From an optimization exercise on the open Yosys and OpenROAD flow, aimed at small area; shortcuts taken in it are not production practice.
Only simulation tests tie the RTL to the original design; equivalence was not proved.
No activity file was given, so power comes from the tool's default toggle rates.

==> flow/design.v (excerpt) <==
module dot_product_top (
    input  logic        clk,
    input  logic        reset,
    input  logic        up_valid,
    input  logic        up_last,
    input  logic [63:0] up_data,
    input  logic [63:0] up_weight,
    output logic        dn_valid,
    output logic [15:0] dn_data
);
Settings: LEC_CHECK=0, ABC_AREA=1, CAP_MARGIN=20, CORE_MARGIN=2, CORE_UTILIZATION=60, CTS_BUF_LIST=sky130_fd_sc_hd__clkbuf_8, GPL_TIMING_DRIVEN=0, SETUP_SLACK_MARGIN=0.1, SLEW_MARGIN=20, SYNTH_HIERARCHICAL=1, SYNTH_MINIMUM_KEEP_SIZE=0; clock period 6.0 ns.
standard.sh (not shown) runs the stock make flow with config.mk's settings and CLKGATE_MAP_FILE= SYNTH_SCRIPT=/design/flow/synth_recipe.tcl, a recipe that flattens the netlist after the stock synthesis.
==> flow/flow/run.sh <==
#!/bin/bash
# The standard layout with these changes: synthesis as standard, then every
# combinational cell set to its smallest size (the placer's and router's
# repair steps size up what timing needs); the buffers synthesis inserted are
# removed at floorplan; the port buffers are the smallest plain buffer; and
# non-critical gates are downsized after global routing; clock tree
# synthesis adds no dummy loads.
set -euo pipefail
export BUFFER_PORTS_ARGS="-buffer_cell sky130_fd_sc_hd__buf_1"
export REMOVE_ABC_BUFFERS=1
export RECOVER_POWER=100
export CTS_ARGS="-sink_clustering_enable -repair_clock_nets -dont_use_dummy_load -buf_list sky130_fd_sc_hd__clkbuf_8"
bash standard.sh synth > synth.log 2>&1
SYNTH_ODB=orfs/results/$FLOW_PLATFORM/dot_product_top/base/1_synth.odb openroad -no_init -exit flow/downsize.tcl > downsize.log 2>&1
bash standard.sh > standard.log 2>&1
==> flow/flow/downsize.tcl <==
# Set every combinational cell of the synthesized netlist to its smallest
# drive strength; the layout's own repair steps size up what timing needs.
set odb $::env(SYNTH_ODB)
read_db $odb
set db [ord::get_db]
set block [ord::get_db_block]
set n 0
foreach inst [$block getInsts] {
  set m [[$inst getMaster] getName]
  if { ![regexp {^(sky130_fd_sc_hd__)([a-z0-9]+)_([0-9]+)$} $m -> pfx base drive] } { continue }
  if { [regexp {^(df|edf|sdf|dl|conb|tap|fill|decap|clk)} $base] } { continue }
  if { $drive <= 1 } { continue }
  foreach d {1 0} {
    set t [$db findMaster "${pfx}${base}_${d}"]
    if { $t != "NULL" } {
      $inst swapMaster $t
      incr n
      break
    }
  }
}
puts "downsized $n instances"
write_db $odb
The baseline completed with no timing, DRC or antenna violations.
Change:
CORE_UTILIZATION = 50   (was 60)
- The changed run produced a clean layout
- cell count rose by 3.2%
- count of clock-buffer cells in the layout stays the same
- non-clock buffer count does not change
- sequential share of layout area stays flat
- final area is higher by 0.54%
- wire length rises by 6.2%
- hold slack loses 0.0068 ns


Another version of the RTL of dot_product_top (not shown whole).
Size: ~150 I/O pins.
Settings: LEC_CHECK=0, ABC_AREA=1, CAP_MARGIN=20, CORE_MARGIN=2, CORE_UTILIZATION=60, CTS_BUF_LIST=sky130_fd_sc_hd__clkbuf_8, GPL_TIMING_DRIVEN=0, SLEW_MARGIN=20, SYNTH_HIERARCHICAL=1, SYNTH_MINIMUM_KEEP_SIZE=0; clock period 6.0 ns.
==> flow/flow/run.sh <==
#!/bin/bash
# The standard layout with three changes: the port buffers are the smallest
# plain buffer, the buffers that synthesis inserted are removed at floorplan
# (the placer's repair inserts what timing and slew need), and non-critical
# gates are downsized after global routing.
set -euo pipefail
export BUFFER_PORTS_ARGS="-buffer_cell sky130_fd_sc_hd__buf_1"
export REMOVE_ABC_BUFFERS=1
export RECOVER_POWER=100
bash standard.sh > standard.log 2>&1
The baseline ran to the end with no violations.
Rerun with:
==> flow/flow/run.sh (replaced) <==
#!/bin/bash
# The standard layout with these changes: synthesis as standard, then every
# combinational cell set to its smallest size (the placer's and router's
# repair steps size up what timing needs); the buffers synthesis inserted are
# removed at floorplan; the port buffers are the smallest plain buffer; and
# non-critical gates are downsized after global routing.
set -euo pipefail
export BUFFER_PORTS_ARGS="-buffer_cell sky130_fd_sc_hd__buf_1"
export REMOVE_ABC_BUFFERS=1
export RECOVER_POWER=100
bash standard.sh synth > synth.log 2>&1
SYNTH_ODB=orfs/results/$FLOW_PLATFORM/dot_product_top/base/1_synth.odb openroad -no_init -exit flow/downsize.tcl > downsize.log 2>&1
bash standard.sh > standard.log 2>&1
==> flow/flow/downsize.tcl (new file) <==
# Set every combinational cell of the synthesized netlist to its smallest
# drive strength; the layout's own repair steps size up what timing needs.
set odb $::env(SYNTH_ODB)
read_db $odb
set db [ord::get_db]
set block [ord::get_db_block]
set n 0
foreach inst [$block getInsts] {
  set m [[$inst getMaster] getName]
  if { ![regexp {^(sky130_fd_sc_hd__)([a-z0-9]+)_([0-9]+)$} $m -> pfx base drive] } { continue }
  if { [regexp {^(df|edf|sdf|dl|conb|tap|fill|decap|clk)} $base] } { continue }
  if { $drive <= 1 } { continue }
  foreach d {1 0} {
    set t [$db findMaster "${pfx}${base}_${d}"]
    if { $t != "NULL" } {
      $inst swapMaster $t
      incr n
      break
    }
  }
}
puts "downsized $n instances"
write_db $odb
--- a/flow/config.mk
+++ b/flow/config.mk
@@ -11,2 +11 @@
-export CORE_UTILIZATION = 60
-export CTS_BUF_LIST = sky130_fd_sc_hd__clkbuf_8
+export CORE_UTILIZATION = 40
@@ -13,0 +13 @@
+export SETUP_SLACK_MARGIN = 0.1
- The new run passed the timing, DRC and antenna checks
- register-to-register slack loses 0.09 ns
- die area increases by well over a third
- non-clock buffer count stays the same
Rerun with:
--- a/flow/config.mk
+++ b/flow/config.mk
@@ -11 +11,3 @@
-export CORE_UTILIZATION = 40
+export CORE_UTILIZATION = 60
+export CTS_BUF_LIST = sky130_fd_sc_hd__clkbuf_4 sky130_fd_sc_hd__clkbuf_8
+export CTS_CLUSTER_SIZE = 30
@@ -13 +15 @@
-export SETUP_SLACK_MARGIN = 0.1
+export SETUP_SLACK_MARGIN = 0.05
Synthesized cell count stays the same; area after synthesis does not change; worst setup slack improves by 0.0076 ns; first-iteration DRC count drops by 21%.
Rerun with:
--- a/flow/flow/run.sh
+++ b/flow/flow/run.sh
@@ -6 +6,2 @@
-# non-critical gates are downsized after global routing.
+# non-critical gates are downsized after global routing; clock tree
+# synthesis adds no dummy loads.
@@ -10,0 +12 @@
+export CTS_ARGS="-sink_clustering_enable -repair_clock_nets -dont_use_dummy_load -buf_list sky130_fd_sc_hd__clkbuf_8"
--- a/flow/config.mk
+++ b/flow/config.mk
@@ -12,2 +12 @@
-export CTS_BUF_LIST = sky130_fd_sc_hd__clkbuf_4 sky130_fd_sc_hd__clkbuf_8
-export CTS_CLUSTER_SIZE = 30
+export CTS_BUF_LIST = sky130_fd_sc_hd__clkbuf_8
@@ -15 +14 @@
-export SETUP_SLACK_MARGIN = 0.05
+export SETUP_SLACK_MARGIN = 0.1
Outcome:
- The changed run passed the timing, DRC and antenna checks
- cell area barely changes
- power came out lower by 0.51%
- die area stays the same
- first-iteration DRC count came out higher by 10%
- wire length is about the same
- clock-buffer cell count stays the same
- via count came out higher by 0.62%
- final cell count stays flat
- worst hold slack stays flat
- register-to-register slack improves by 0.02 ns


== main ==
dot_product_top again, from the RTL that the note above started with.
export LEC_CHECK = 0
export ABC_AREA = 1
export CAP_MARGIN = 20
export CORE_MARGIN = 2
export CORE_UTILIZATION = 60
export CTS_BUF_LIST = sky130_fd_sc_hd__clkbuf_8
export GPL_TIMING_DRIVEN = 0
export SETUP_SLACK_MARGIN = 0.05
export SLEW_MARGIN = 20
export SYNTH_HIERARCHICAL = 1
export SYNTH_MINIMUM_KEEP_SIZE = 0
create_clock -name core_clock -period 6.0 [get_ports {clk}]
==> flow/flow/run.sh <==
#!/bin/bash
# The standard layout with these changes: synthesis as standard, then every
# combinational cell set to its smallest size (the placer's and router's
# repair steps size up what timing needs); the buffers synthesis inserted are
# removed at floorplan; the port buffers are the smallest plain buffer; and
# non-critical gates are downsized after global routing.
set -euo pipefail
export BUFFER_PORTS_ARGS="-buffer_cell sky130_fd_sc_hd__buf_1"
export REMOVE_ABC_BUFFERS=1
export RECOVER_POWER=100
bash standard.sh synth > synth.log 2>&1
SYNTH_ODB=orfs/results/$FLOW_PLATFORM/dot_product_top/base/1_synth.odb openroad -no_init -exit flow/downsize.tcl > downsize.log 2>&1
bash standard.sh > standard.log 2>&1
==> flow/flow/downsize.tcl <==
# Set every combinational cell of the synthesized netlist to its smallest
# drive strength; the layout's own repair steps size up what timing needs.
set odb $::env(SYNTH_ODB)
read_db $odb
set db [ord::get_db]
set block [ord::get_db_block]
set n 0
foreach inst [$block getInsts] {
  set m [[$inst getMaster] getName]
  if { ![regexp {^(sky130_fd_sc_hd__)([a-z0-9]+)_([0-9]+)$} $m -> pfx base drive] } { continue }
  if { [regexp {^(df|edf|sdf|dl|conb|tap|fill|decap|clk)} $base] } { continue }
  if { $drive <= 1 } { continue }
  foreach d {1 0} {
    set t [$db findMaster "${pfx}${base}_${d}"]
    if { $t != "NULL" } {
      $inst swapMaster $t
      incr n
      break
    }
  }
}
puts "downsized $n instances"
write_db $odb
#### Input delta (the feature branch over main)
Settings: CTS_BUF_LIST no longer set, was sky130_fd_sc_hd__clkbuf_8; CORE_UTILIZATION now 40, was 60; SETUP_SLACK_MARGIN no longer set, was 0.05.
==> flow/flow/run.sh <==
#!/bin/bash
# The standard layout with three changes: the port buffers are the smallest
# plain buffer, the buffers that synthesis inserted are removed at floorplan
# (the placer's repair inserts what timing and slew need), and non-critical
# gates are downsized after global routing.
set -euo pipefail
export BUFFER_PORTS_ARGS="-buffer_cell sky130_fd_sc_hd__buf_1"
export REMOVE_ABC_BUFFERS=1
export RECOVER_POWER=100
bash standard.sh > standard.log 2>&1
removed: flow/flow/downsize.tcl
Notes after the runs:
Looking at minimum period implied by the final worst setup slack across both flows, the feature branch is the weaker of the two, with main ahead.
The feature branch against main: core utilization lower; worst endpoint required time saw a decrease; wire length on met2 went up by 4600 µm.

[re-timing with driven ports]
In the flow no input, the clock included, has a driving cell. The finished layouts below were timed again as built, in two steps.
Step 1 sets driving cells, clkbuf_16 on the clock port and buf_2 on the other inputs (assumed; they add their load-dependent delay and slew).
Step 2 adds t to the input delays and takes it off the output delays; t is the mean of the earliest and latest rising clock arrival at the registers after step 1. Input paths then give back, and output paths get back, about the clock's delay inside the block.
Slacks: no drivers / after step 1 / after step 2; pairs: no drivers / after step 1.
run | t (ns) | setup slack, ns | worst data-port slew with drivers (ns)
the first run of note 1 | 0.406 | 0.112 / 0.133 / -0.273 | 0.05
the second run of note 1 | 0.396 | 0.156 / 0.154 / -0.242 | 0.05
the first run of note 2 | 0.379 | 0.138 / 0.153 / -0.226 | 0.06
the second run of note 2 | 0.365 | 0.106 / 0.115 / -0.251 | 0.06
the third run of note 2 | 0.383 | 0.114 / 0.123 / -0.259 | 0.05
the fourth run of note 2 | 0.368 | 0.073 / 0.076 / -0.292 | 0.05
main | 0.383 | 0.114 / 0.123 / -0.259 | 0.05
the feature branch | 0.369 | 0.077 / 0.089 / -0.280 | 0.05
With both steps, setup timing fails in every run listed, where it was met with ideal ports. For the second run of note 1, which loses most, drivers alone change the setup slack by -0.002 ns; drivers and shift together by -0.398 ns.
